Source: an optimization exercise on an open RTL-to-GDS flow (aim: small area, a short achievable clock period and few clock cycles per item). Production flows keep margins and buffers that such runs may drop. At most, simulation tests tie the RTL to the original design; equivalence was not proved.

## cordic_park_engine
module cordic_park_engine #(
  parameter int WIDTH       = 16,
  parameter int ANGLE_WIDTH = 16,
  parameter int ITERATIONS  = 14,
  parameter int GUARD_BITS  = 3,
  parameter int GAIN_BITS   = 15,
  parameter int TAG_WIDTH   = 2
) (
  input  logic                          clk,
  input  logic                          rst,
  input  logic                          in_valid,
  output logic                          in_ready,
  input  logic                          mode,
  input  logic signed [WIDTH-1:0]       in_x,
  input  logic signed [WIDTH-1:0]       in_y,
  input  logic [ANGLE_WIDTH-1:0]        angle,
  input  logic [TAG_WIDTH-1:0]          in_tag,
  output logic                          out_valid,
  input  logic                          out_ready,
  output logic signed [WIDTH-1:0]       out_x,
  output logic signed [WIDTH-1:0]       out_y,
  output logic [TAG_WIDTH-1:0]          out_tag,
  output logic                          busy
);
export LEC_CHECK = 0
export ABC_CLOCK_PERIOD_IN_PS = 5000
export CAP_MARGIN = 20
export CORE_MARGIN = 2
export CORE_UTILIZATION = 60
export CTS_BUF_LIST = sky130_fd_sc_hd__clkbuf_4 sky130_fd_sc_hd__clkbuf_8
export CTS_CLUSTER_DIAMETER = 50
export CTS_CLUSTER_SIZE = 20
export PLACE_DENSITY = 0.72
export SETUP_SLACK_MARGIN = 5
export SLEW_MARGIN = 20
create_clock -name core_clock -period 10.0 [get_ports {clk}]
run.sh (not shown) runs the stock make flow with config.mk's settings and CLKGATE_MAP_FILE= SYNTH_SCRIPT=/design/flow/synth_recipe.tcl, a recipe that flattens the netlist after the stock synthesis.
Edit:
--- a/flow/design.v
+++ b/flow/design.v
@@ -2215,28 +2215,28 @@
   assign h7x_ra[31] = s_1415;
   assign h7x_rb[31] = c_1414;
   assign h7x_ra[32] = c_1416;
   assign h7x_rb[32] = s_1417;
   assign h7x_ra[33] = s_1419;
   assign h7x_rb[33] = c_1418;
   assign h7x_ra[34] = ~x6_q[20];
   assign h7x_rb[34] = c_1420;
   assign h7x_ra[35] = ~1'b0;
   assign h7x_rb[35] = 1'b0;
   wire [18:0] lo7x = {1'b0, h7x_ra[17:0]} + {1'b0, h7x_rb[17:0]};
-  wire [17:0] hs7x = h7x_ra[35:18] + h7x_rb[35:18];
-  logic [17:0] hs7x_q;
+  logic [17:0] ha7x_q, hb7x_q;
   logic        c7x_q;
   always_ff @(posedge clk) begin
     if (en) begin
-      hs7x_q <= hs7x;
+      ha7x_q <= h7x_ra[35:18];
+      hb7x_q <= h7x_rb[35:18];
       c7x_q  <= lo7x[18];
     end
   end
   wire s_1421 = ~1'b0 ^ y6_q[0];
   wire c_1422 = ~1'b0 & y6_q[0];
   wire s_1423 = ~1'b0 ^ y6_q[0] ^ y6_q[2];
   wire c_1424 = (~1'b0 & y6_q[0]) | (~1'b0 & y6_q[2]) | (y6_q[0] & y6_q[2]);
   wire s_1425 = ~1'b0 ^ y6_q[1] ^ y6_q[3];
   wire c_1426 = (~1'b0 & y6_q[1]) | (~1'b0 & y6_q[3]) | (y6_q[1] & y6_q[3]);
   wire s_1427 = y6_q[2] ^ y6_q[4];
   wire c_1428 = y6_q[2] & y6_q[4];
@@ -2602,40 +2602,40 @@
   assign h7y_ra[31] = s_1719;
   assign h7y_rb[31] = c_1718;
   assign h7y_ra[32] = c_1720;
   assign h7y_rb[32] = s_1721;
   assign h7y_ra[33] = s_1723;
   assign h7y_rb[33] = c_1722;
   assign h7y_ra[34] = ~y6_q[20];
   assign h7y_rb[34] = c_1724;
   assign h7y_ra[35] = ~1'b0;
   assign h7y_rb[35] = 1'b0;
   wire [18:0] lo7y = {1'b0, h7y_ra[17:0]} + {1'b0, h7y_rb[17:0]};
-  wire [17:0] hs7y = h7y_ra[35:18] + h7y_rb[35:18];
-  logic [17:0] hs7y_q;
+  logic [17:0] ha7y_q, hb7y_q;
   logic        c7y_q;
   always_ff @(posedge clk) begin
     if (en) begin
-      hs7y_q <= hs7y;
+      ha7y_q <= h7y_ra[35:18];
+      hb7y_q <= h7y_rb[35:18];
       c7y_q  <= lo7y[18];
     end
   end
   function automatic logic [15:0] sat18(input logic [17:0] r);
     if (r[17:15] == 3'b000 || r[17:15] == 3'b111) sat18 = r[15:0];
     else if (r[17]) sat18 = 16'h8000;
     else sat18 = 16'h7fff;
   endfunction
-  wire [17:0] r8x = hs7x_q + 18'(c7x_q);
-  wire [17:0] r8y = hs7y_q + 18'(c7y_q);
-  wire [15:0] rx = sat18(r8x);
-  wire [15:0] ry = sat18(r8y);
+  wire [18:0] r8x = {ha7x_q, 1'b1} + {hb7x_q, c7x_q};
+  wire [18:0] r8y = {ha7y_q, 1'b1} + {hb7y_q, c7y_q};
+  wire [15:0] rx = sat18(r8x[18:1]);
+  wire [15:0] ry = sat18(r8y[18:1]);
   logic        ov_q;
   logic [15:0] ox_q, oy_q;
   logic [1:0]  ot_q;
   logic        vin;
   assign en  = !ov_q || out_ready;
   assign vin = v_q[7];
   always_ff @(posedge clk or posedge rst) begin
     if (rst) ov_q <= 1'b0;
     else if (en) ov_q <= vin;
   end
   always_ff @(posedge clk) begin
=>
- routed wire length went down slightly
- flip-flop and latch count went up by 32
- clock-buffer cell count went up by 13
- maximum frequency went up by a few percent
- global-route usage went down by 0.27 points
- design area went up slightly
- hold slack improves by 4.6 ps
- area after synthesis went up slightly
- non-clock buffer count went down by 46
- worst setup slack improves by 220 ps
Testbench counts after the change, summed over its fixed seeds: cycles 2,472, items 2,400.
Function not checked in the first run of this note: the RTL went through the layout flow alone.


== the reference run ==
cordic_park_engine, a different RTL version from the one above (not shown whole).
Size: ~5300 cells after synthesis, ~480 flip-flops, ~92 I/O pins, roughly 55000 um2 of cells after synthesis.
clock: 10.0 ns
lec_check: 0
abc_clock_period_in_ps: 5000
cap_margin: 20
core_margin: 2
core_utilization: 55
cts_buf_list: sky130_fd_sc_hd__clkbuf_4 sky130_fd_sc_hd__clkbuf_8
cts_cluster_diameter: 50
cts_cluster_size: 20
gpl_routability_driven: 0
gpl_timing_driven: 1
place_density: 0.68
setup_slack_margin: 5
slew_margin: 20
Testbench counts of the reference run, summed over its fixed seeds: cycles 2,472, items 2,400.
### the reference run -> the trial run
--- a/flow/design.v
+++ b/flow/design.v
@@ -39,34 +39,34 @@
   logic signed [13:0] z1;
   logic               p1, t1, nx1, ny1;
   assign phi = mode ? angle : 16'd0 - angle;
   assign z1  = {~phi[13], phi[12:0]};
   assign p1  = phi[13];
   assign t1  = p1 ? (z1 >= 14'sd4836) : (z1 >= -14'sd4836);
   assign nx1 = phi[15] ^ phi[14];
   assign ny1 = phi[15];
-  logic signed [16:0] s0_q, d0_q;
-  logic               q0_q;
+  logic signed [16:0] s0_q, d0_q;    
+  wire  signed [16:0] sI = 17'(in_x) + 17'(in_y);
+  wire  signed [16:0] dI = 17'(in_x) - 17'(in_y);
   logic [7:0]         n0_q;
   logic signed [13:0] z0_q;
   logic               t0_q;
   always_ff @(posedge clk) begin
     if (en) begin
-      s0_q <= 17'(in_x) + 17'(in_y);
-      d0_q <= 17'(in_x) - 17'(in_y);
-      q0_q <= phi[14];
+      s0_q <= phi[14] ? sI : dI;
+      d0_q <= phi[14] ? dI : sI;
       n0_q <= {~(p1 ^ t1 ^ ny1), ~t1 ^ nx1, ~p1 ^ nx1, ny1,
                ~(p1 ^ t1 ^ nx1), t1 ^ ny1, p1 ^ ny1, nx1};
       z0_q <= z1;
       t0_q <= t1;
     end
   end
-  wire signed [16:0] px1 = q0_q ? s0_q : d0_q;
-  wire signed [16:0] py1 = q0_q ? d0_q : s0_q;
+  wire signed [16:0] px1 = s0_q;
+  wire signed [16:0] py1 = d0_q;
   wire               nxa = n0_q[0];
   wire               nxb = n0_q[1];
   wire               nxc = n0_q[2];
   wire               nxd = n0_q[3];
   wire               nya = n0_q[4];
   wire               nyb = n0_q[5];
   wire               nyc = n0_q[6];
   wire               nyd = n0_q[7];
### Flow results
In the tables for the reference run and the trial run, worst setup slack reads lower with the trial run. Summary: with the reference run as the reference, synthesized netlist net count in the trial run moved up slightly. Between the reference run and the trial run, the number of nets in the layout does not differ in any meaningful way. Global-route usage across the reference run and the trial run: no real change. ~same average size of a mapped cell in the reference run and the trial run. For final cell count without fillers, the trial run and the reference run come out practically identical. From the reference run to the trial run the numbers moved as follows: cell total after placement held steady; count of buffers inserted at the top-level ports held steady; total wire length held steady. The trial run vs the reference run on number of ordinary inverters in the final layout: the trial run is the lower one. Relative to the reference run, maximum clock frequency decreased by 0.54% in the trial run.
The RTL of the trial run was laid out without a check of its function.


RTL: one of the versions met above, not the one the previous note started from.
Size in the first run: roughly 480 flip-flops, ~92 I/O pins, ~55000 um2 of cells after synthesis.
## cordic_park_engine
module cordic_park_engine #(
  parameter int WIDTH       = 16,
  parameter int ANGLE_WIDTH = 16,
  parameter int ITERATIONS  = 14,
  parameter int GUARD_BITS  = 3,
  parameter int GAIN_BITS   = 15,
  parameter int TAG_WIDTH   = 2
) (
  input  logic                          clk,
  input  logic                          rst,
  input  logic                          in_valid,
  output logic                          in_ready,
  input  logic                          mode,
  input  logic signed [WIDTH-1:0]       in_x,
  input  logic signed [WIDTH-1:0]       in_y,
  input  logic [ANGLE_WIDTH-1:0]        angle,
  input  logic [TAG_WIDTH-1:0]          in_tag,
  output logic                          out_valid,
  input  logic                          out_ready,
  output logic signed [WIDTH-1:0]       out_x,
  output logic signed [WIDTH-1:0]       out_y,
  output logic [TAG_WIDTH-1:0]          out_tag,
  output logic                          busy
);
Settings: LEC_CHECK=0, ABC_CLOCK_PERIOD_IN_PS=5000, CAP_MARGIN=20, CORE_MARGIN=2, CORE_UTILIZATION=60, CTS_BUF_LIST=sky130_fd_sc_hd__clkbuf_4 sky130_fd_sc_hd__clkbuf_8, CTS_CLUSTER_DIAMETER=50, CTS_CLUSTER_SIZE=20, PLACE_DENSITY=0.72, SETUP_SLACK_MARGIN=5, SLEW_MARGIN=20; clock period 10.0 ns.
The first run produced a clean layout.
Then changed:
--- a/flow/design.v
+++ b/flow/design.v
@@ -31,60 +31,51 @@
   end
   always_ff @(posedge clk) begin
     if (en) begin
       t_q[0] <= in_tag;
       for (int s = 1; s <= 7; s++) t_q[s] <= t_q[s-1];
     end
   end
   logic [15:0]        phi;
-  logic signed [13:0] z1;
+  logic signed [13:0] z1, z2;
   logic               p1, t1, nx1, ny1;
   assign phi = mode ? angle : 16'd0 - angle;
   assign z1  = {~phi[13], phi[12:0]};
   assign p1  = phi[13];
-  assign t1  = p1 ? (z1 >= 14'sd4836) : (z1 >= -14'sd4836);
+  assign z2  = z1 + (p1 ? -14'sd4836 : 14'sd4836);
+  assign t1  = ~z2[13];
   assign nx1 = phi[15] ^ phi[14];
   assign ny1 = phi[15];
-  logic signed [16:0] s0_q, d0_q;    
-  wire  signed [16:0] sI = 17'(in_x) + 17'(in_y);
-  wire  signed [16:0] dI = 17'(in_x) - 17'(in_y);
+  logic signed [16:0] s0_q, d0_q;
+  logic               q0_q;
   logic [7:0]         n0_q;
   logic signed [13:0] z0_q;
-  logic               t0_q;
   always_ff @(posedge clk) begin
     if (en) begin
-      s0_q <= phi[14] ? sI : dI;
-      d0_q <= phi[14] ? dI : sI;
+      s0_q <= 17'(in_x) + 17'(in_y);
+      d0_q <= 17'(in_x) - 17'(in_y);
+      q0_q <= phi[14];
       n0_q <= {~(p1 ^ t1 ^ ny1), ~t1 ^ nx1, ~p1 ^ nx1, ny1,
                ~(p1 ^ t1 ^ nx1), t1 ^ ny1, p1 ^ ny1, nx1};
-      z0_q <= z1;
-      t0_q <= t1;
+      z0_q <= z2;
     end
   end
-  wire signed [16:0] px1 = s0_q;
-  wire signed [16:0] py1 = d0_q;
+  wire signed [16:0] px1 = q0_q ? s0_q : d0_q;
+  wire signed [16:0] py1 = q0_q ? d0_q : s0_q;
   wire               nxa = n0_q[0];
   wire               nxb = n0_q[1];
   wire               nxc = n0_q[2];
   wire               nxd = n0_q[3];
   wire               nya = n0_q[4];
   wire               nyb = n0_q[5];
   wire               nyc = n0_q[6];
   wire               nyd = n0_q[7];
-  logic signed [13:0] c3, z3;
-  always_comb begin
-    case ({~z0_q[13], t0_q})
-      2'b11:   c3 = -14'sd7391;
-      2'b10:   c3 = -14'sd2281;
-      2'b01:   c3 = 14'sd2281;
-      default: c3 = 14'sd7391;
-    endcase
-  end
-  assign z3 = z0_q + c3;
+  wire               t1s = ~z0_q[13];
+  wire signed [13:0] z3  = z0_q + (t1s ? -14'sd2555 : 14'sd2555);
   wire               p3  = ~z3[13];
   wire signed [13:0] z4  = z3 + (p3 ? -14'sd1297 : 14'sd1297);
   wire s_1 = nxa ^ (px1[0] ^ nxa);
   wire c_2 = nxa & (px1[0] ^ nxa);
   wire s_3 = (px1[1] ^ nxa) ^ (py1[2] ^ nxb);
   wire c_4 = (px1[1] ^ nxa) & (py1[2] ^ nxb);
   wire s_5 = (px1[2] ^ nxa) ^ (py1[3] ^ nxb);
   wire c_6 = (px1[2] ^ nxa) & (py1[3] ^ nxb);
- hold slack is better by 0.0040 ns
- die area climbs by 0.78%
- routed wire length climbs by 3.6%
- flip-flop and latch count does not change
- final area climbs by 0.73%
- via count climbs by 1.6%
- maximum frequency climbs by 0.81%
- global-route usage climbs by 0.60 points
- count of clock-buffer cells in the layout drops by 4
- area after synthesis climbs by 0.80%
- non-clock buffer count climbs by 5
Testbench counts after the change, summed over its fixed seeds: cycles 2,472, items 2,400.
Function not checked in the first run of this note: the RTL went through the layout flow alone.


Another version of the RTL of cordic_park_engine (not shown whole).
Size: about 5400 cells after synthesis, about 450 flip-flops.
Settings: LEC_CHECK=0, ABC_CLOCK_PERIOD_IN_PS=5000, CAP_MARGIN=20, CORE_MARGIN=2, CORE_UTILIZATION=60, CTS_BUF_LIST=sky130_fd_sc_hd__clkbuf_4 sky130_fd_sc_hd__clkbuf_8, PLACE_DENSITY=0.72, SETUP_SLACK_MARGIN=5, SLEW_MARGIN=20; clock period 10.0 ns.
Rerun with:
--- a/flow/design.v
+++ b/flow/design.v
@@ -2739,18 +2739,32 @@
     if (r[17:15] == 3'b000 || r[17:15] == 3'b111) sat18 = r[15:0];
     else if (r[17]) sat18 = 16'h8000;
     else sat18 = 16'h7fff;
   endfunction
   wire [18:0] r8x = {ha7x_q, 1'b1} + {hb7x_q, c7x_q};
   wire [18:0] r8y = {ha7y_q, 1'b1} + {hb7y_q, c7y_q};
   wire [15:0] rx = sat18(r8x[18:1]);
   wire [15:0] ry = sat18(r8y[18:1]);
-  logic vin;
+  logic        ov_q;
+  logic [15:0] ox_q, oy_q;
+  logic [1:0]  ot_q;
+  logic        vin;
+  assign en  = !ov_q || out_ready;
   assign vin = v_q[7];
-  assign en  = !vin || out_ready;
+  always_ff @(posedge clk or posedge rst) begin
+    if (rst) ov_q <= 1'b0;
+    else if (en) ov_q <= vin;
+  end
+  always_ff @(posedge clk) begin
+    if (en && vin) begin
+      ox_q <= rx;
+      oy_q <= ry;
+      ot_q <= t_q[7];
+    end
+  end
   assign in_ready  = en && !rst;
-  assign out_valid = vin;
-  assign busy      = |v_q;
-  assign out_x     = rx;
-  assign out_y     = ry;
-  assign out_tag   = t_q[7];
+  assign out_valid = ov_q;
+  assign busy      = (|v_q) | ov_q;
+  assign out_x     = ox_q;
+  assign out_y     = oy_q;
+  assign out_tag   = ot_q;
 endmodule
Worst hold slack improves by 0.0074 ns.
Via count barely changes.
Final area goes up slightly.
Utilization goes down by 0.77 points.
Non-clock buffer count goes down by 24.
Maximum frequency goes up by roughly a tenth.
Die area goes up slightly.
Wire length goes down slightly.
Clock-buffer cell count goes down by 3.
Testbench counts after the change, summed over its fixed seeds: cycles 2,472, items 2,400.
Function not checked in the first run of this note: the RTL went through the layout flow alone.


Setup of JK:
The RTL this note starts from:
==> flow/design.v <==
module cordic_park_engine #(
  parameter int WIDTH       = 16,
  parameter int ANGLE_WIDTH = 16,
  parameter int ITERATIONS  = 14,
  parameter int GUARD_BITS  = 3,
  parameter int GAIN_BITS   = 15,
  parameter int TAG_WIDTH   = 2,
  parameter int MPS         = 1
) (
  input  logic                          clk,
  input  logic                          rst,
  input  logic                          in_valid,
  output logic                          in_ready,
  input  logic                          mode,
  input  logic signed [WIDTH-1:0]       in_x,
  input  logic signed [WIDTH-1:0]       in_y,
  input  logic [ANGLE_WIDTH-1:0]        angle,
  input  logic [TAG_WIDTH-1:0]          in_tag,
  output logic                          out_valid,
  input  logic                          out_ready,
  output logic signed [WIDTH-1:0]       out_x,
  output logic signed [WIDTH-1:0]       out_y,
  output logic [TAG_WIDTH-1:0]          out_tag,
  output logic                          busy
);
  localparam int XW = WIDTH + 2 + GUARD_BITS;
  localparam int ZW = ANGLE_WIDTH + 1;
  localparam int SH = GAIN_BITS + GUARD_BITS;
  localparam int PW = XW + GAIN_BITS + 1;
  localparam int NS = (ITERATIONS + MPS - 1) / MPS;
  function automatic logic [ZW-1:0] atan_entry(input int i);
    case (i)
      0:  atan_entry = ZW'(8192);
      1:  atan_entry = ZW'(4836);
      2:  atan_entry = ZW'(2555);
      3:  atan_entry = ZW'(1297);
      4:  atan_entry = ZW'(651);
      5:  atan_entry = ZW'(326);
      6:  atan_entry = ZW'(163);
      7:  atan_entry = ZW'(81);
      8:  atan_entry = ZW'(41);
      9:  atan_entry = ZW'(20);
      10: atan_entry = ZW'(10);
      11: atan_entry = ZW'(5);
      12: atan_entry = ZW'(3);
      13: atan_entry = ZW'(1);
      default: atan_entry = '0;
    endcase
  endfunction
  function automatic int zw_at(input int i);
    case (i)
      0: zw_at = 15;  1: zw_at = 14;  2: zw_at = 14;  3: zw_at = 13;  4: zw_at = 12;
      5: zw_at = 11;  6: zw_at = 10;  7: zw_at = 9;   8: zw_at = 8;   9: zw_at = 7;
      10: zw_at = 6;  11: zw_at = 5;  12: zw_at = 4;  13: zw_at = 3;  default: zw_at = 1;
    endcase
  endfunction
  localparam int                     K_INT = 19898;
  localparam logic signed [GAIN_BITS:0] K  = (GAIN_BITS + 1)'(K_INT);
  localparam logic signed [ZW-1:0]   P_Q   = ZW'(64'd1 << (ANGLE_WIDTH - 2));
  localparam logic signed [PW-1:0]   HALF  = PW'(64'd1 << (SH - 1));
  localparam logic signed [PW-1:0]   MAXV  = PW'((64'd1 << (WIDTH - 1)) - 64'd1);
  localparam logic signed [PW-1:0]   MINV  = -MAXV - PW'(1);
  function automatic logic signed [WIDTH-1:0] sat(input logic signed [PW-1:0] v);
    if (v > MAXV) sat = MAXV[WIDTH-1:0];
    else if (v < MINV) sat = MINV[WIDTH-1:0];
    else sat = v[WIDTH-1:0];
  endfunction
  function automatic logic signed [WIDTH-1:0] scale(input logic signed [XW-1:0] v);
    logic signed [PW-1:0] w, t3, p;
    w  = PW'(v);
    t3 = w + (w <<< 1);
    p  = (w <<< 14) + (t3 <<< 10) + (w <<< 9) - (w <<< 6) - (t3 <<< 1) + HALF;
    scale = sat(p >>> SH);
  endfunction
  logic en;
  logic                          v0_q;
  logic                          m0_q;
  logic signed [WIDTH-1:0]       x0_q, y0_q;
  logic [ANGLE_WIDTH-1:0]        a0_q;
  logic [TAG_WIDTH-1:0]          t0_q;
  always_ff @(posedge clk or posedge rst) begin
    if (rst) v0_q <= 1'b0;
    else if (en) v0_q <= in_valid;
  end
  always_ff @(posedge clk) begin
    if (en) begin
      m0_q <= mode;
      x0_q <= in_x;
      y0_q <= in_y;
      a0_q <= angle;
      t0_q <= in_tag;
    end
  end
  logic signed [ANGLE_WIDTH-1:0] phi;
  logic signed [ZW-1:0]          phi_ext, zp;
  logic signed [XW-1:0]          xin, yin, xp, yp;
  always_comb begin
    phi     = m0_q ? $signed(a0_q) : $signed(-a0_q);
    phi_ext = ZW'(phi);
    xin     = XW'(x0_q) <<< GUARD_BITS;
    yin     = XW'(y0_q) <<< GUARD_BITS;
    xp      = xin;
    yp      = yin;
    zp      = phi_ext;
    if (phi_ext >= P_Q) begin
      xp = -yin;
      yp = xin;
      zp = phi_ext - P_Q;
    end else if (phi_ext < -P_Q) begin
      xp = yin;
      yp = -xin;
      zp = phi_ext + P_Q;
    end
  end
  logic signed [XW-1:0] xs_q [1:NS];
  logic signed [XW-1:0] ys_q [1:NS];
  logic signed [ZW-1:0] zs_q [1:NS];   
  logic [TAG_WIDTH-1:0] ts_q [1:NS];
  logic                 vs_q [1:NS];
  for (genvar s = 1; s <= NS; s++) begin : g_stage
    logic signed [XW-1:0] xi, yi, xo, yo;
    logic signed [ZW-1:0] zi, zo;
    logic [TAG_WIDTH-1:0] ti;
    logic                 vi;
    if (s == 1) begin : g_first
      assign xi = xp;
      assign yi = yp;
      assign zi = zp;
      assign ti = t0_q;
      assign vi = v0_q;
    end else begin : g_next
      assign xi = xs_q[s-1];
      assign yi = ys_q[s-1];
      assign zi = zs_q[s-1];
      assign ti = ts_q[s-1];
      assign vi = vs_q[s-1];
    end
    always_comb begin
      logic signed [XW-1:0] x, y, xsh, ysh, xn, yn;
      logic                 sub;
      logic signed [ZW-1:0] z;
      x = xi;
      y = yi;
      z = zi;
      for (int i = (s - 1) * MPS; i < s * MPS && i < ITERATIONS; i++) begin
        sub = !z[ZW-1];
        xsh = x >>> i;
        ysh = y >>> i;
        xn  = x + (ysh ^ {XW{sub}}) + XW'(sub);
        yn  = y + (xsh ^ {XW{!sub}}) + XW'(!sub);
        z   = z + ($signed(atan_entry(i)) ^ {ZW{sub}}) + ZW'(sub);
        x   = xn;
        y   = yn;
      end
      xo = x;
      yo = y;
      zo = z;
    end
    always_ff @(posedge clk or posedge rst) begin
      if (rst) vs_q[s] <= 1'b0;
      else if (en) vs_q[s] <= vi;
    end
    localparam int ZR = zw_at(s * MPS);
    logic signed [ZR-1:0] zr_q;
    always_ff @(posedge clk) begin
      if (en) begin
        xs_q[s] <= xo;
        ys_q[s] <= yo;
        zr_q    <= zo[ZR-1:0];
        ts_q[s] <= ti;
      end
    end
    assign zs_q[s] = ZW'(zr_q);
  end
  logic signed [WIDTH-1:0] rx, ry;
  assign rx = scale(xs_q[NS]);
  assign ry = scale(ys_q[NS]);
  logic                    ov_q, kv_q;
  logic signed [WIDTH-1:0] ox_q, oy_q, kx_q, ky_q;
  logic [TAG_WIDTH-1:0]    ot_q, kt_q;
  logic                    take;
  assign en   = !kv_q;
  assign take = ov_q && out_ready;
  always_ff @(posedge clk or posedge rst) begin
    if (rst) begin
      ov_q <= 1'b0;
      kv_q <= 1'b0;
    end else if (kv_q) begin
      if (take) kv_q <= 1'b0;
    end else if (!ov_q || take) begin
      ov_q <= vs_q[NS];
    end else if (vs_q[NS]) begin
      kv_q <= 1'b1;
    end
  end
  always_ff @(posedge clk) begin
    if (kv_q) begin
      if (take) begin
        ox_q <= kx_q;
        oy_q <= ky_q;
        ot_q <= kt_q;
      end
    end else if (!ov_q || take) begin
      if (vs_q[NS]) begin
        ox_q <= rx;
        oy_q <= ry;
        ot_q <= ts_q[NS];
      end
    end else if (vs_q[NS]) begin
      kx_q <= rx;
      ky_q <= ry;
      kt_q <= ts_q[NS];
    end
  end
  logic any_v;
  always_comb begin
    any_v = v0_q | ov_q | kv_q;
    for (int s = 1; s <= NS; s++) any_v = any_v | vs_q[s];
  end
  assign in_ready  = !kv_q && !rst;
  assign out_valid = ov_q;
  assign busy      = any_v;
  assign out_x     = ox_q;
  assign out_y     = oy_q;
  assign out_tag   = ot_q;
endmodule
clock: 10.0 ns
lec_check: 0
abc_clock_period_in_ps: 5000
cap_margin: 20
core_margin: 2
core_utilization: 40
setup_slack_margin: 5
slew_margin: 20
Looking at the reports, JK completed the entire flow and the layout it produced met the timing, design-rule and antenna checks.
Testbench counts of JK, summed over its fixed seeds: cycles 2,528, items 2,400.
Input changes introduced in TR (baseline for comparison: JK):
--- a/flow/design.v
+++ b/flow/design.v
@@ -2,13 +2,13 @@
   parameter int WIDTH       = 16,
   parameter int ANGLE_WIDTH = 16,
   parameter int ITERATIONS  = 14,
   parameter int GUARD_BITS  = 3,
   parameter int GAIN_BITS   = 15,
   parameter int TAG_WIDTH   = 2,
-  parameter int MPS         = 1
+  parameter int MPS         = 2
 ) (
   input  logic                          clk,
   input  logic                          rst,
   input  logic                          in_valid,
   output logic                          in_ready,
   input  logic                          mode,
## What came out
Having completed the whole flow, TR delivered a layout that passed the timing, design-rule and antenna checks.
Going from JK to TR, post-synthesis instance area shrinks by about 16%.
TR ended up with a higher wire length of the first global-routing pass than JK did.
Against JK, maximum frequency in TR came out worse.
Re number of antenna violations at the first check in global routing: TR and JK aren't equal, and the lower value belongs to TR.
Relative to JK, TR degrades design area.
On overall die area, TR does better than JK.
The leading cell type in the layout, fill and taps excluded comes out sky130_fd_sc_hd__ha_1 in one run and sky130_fd_sc_hd__edfxtp_1 in the other, namely in TR and JK respectively.
The RTL of TR was laid out without a check of its function.

## port drivers added, routing unchanged
Ports are ideal in the flow. The routed layouts listed here were re-timed in OpenROAD.
Step 1, drivers: a clkbuf_16 drives clk and a buf_2 each remaining input, both assumed.
Step 2 moves the port delays by t, midway between the first and last clock arrival at a register: inputs arrive t later, outputs are due t later. That takes back most of the time a late clock gives input paths.
Slacks: ideal / step 1 / step 2; pairs: ideal / step 1.
run	t (ns)	slack for setup (ns)	worst hold slack (ns)	worst data-port slew with drivers (ns)
the first run of note 1	0.791	4.794 / 4.794 / 4.420	0.421 / 0.421 / 0.421	0.05
the second run of note 1	0.783	5.016 / 5.016 / 4.551	0.426 / 0.426 / 0.426	0.06
the reference run	0.765	5.120 / 5.099 / 4.548	0.386 / 0.386 / 0.386	0.04
the trial run	0.779	5.093 / 5.071 / 4.478	0.415 / 0.415 / 0.415	0.04
the first run of note 3	0.756	5.110 / 5.087 / 4.552	0.412 / 0.412 / 0.412	0.04
the second run of note 3	0.769	5.149 / 5.130 / 4.435	0.416 / 0.416 / 0.416	0.05
the first run of note 4	0.799	4.441 / 4.377 / 4.354	0.410 / 0.410 / 0.410	0.08
the second run of note 4	0.811	5.098 / 5.079 / 4.397	0.417 / 0.417 / 0.417	0.05
JK	0.805	2.855 / 2.855 / 2.855	0.415 / 0.415 / 0.415	0.05
TR	0.741	2.235 / 2.235 / 2.235	0.418 / 0.418 / 0.418	0.05
After both steps setup and hold are still met in every run listed. The setup slack of the second run of note 3, which loses most, moves by -0.019 ns with the drivers and by -0.714 ns with both steps.
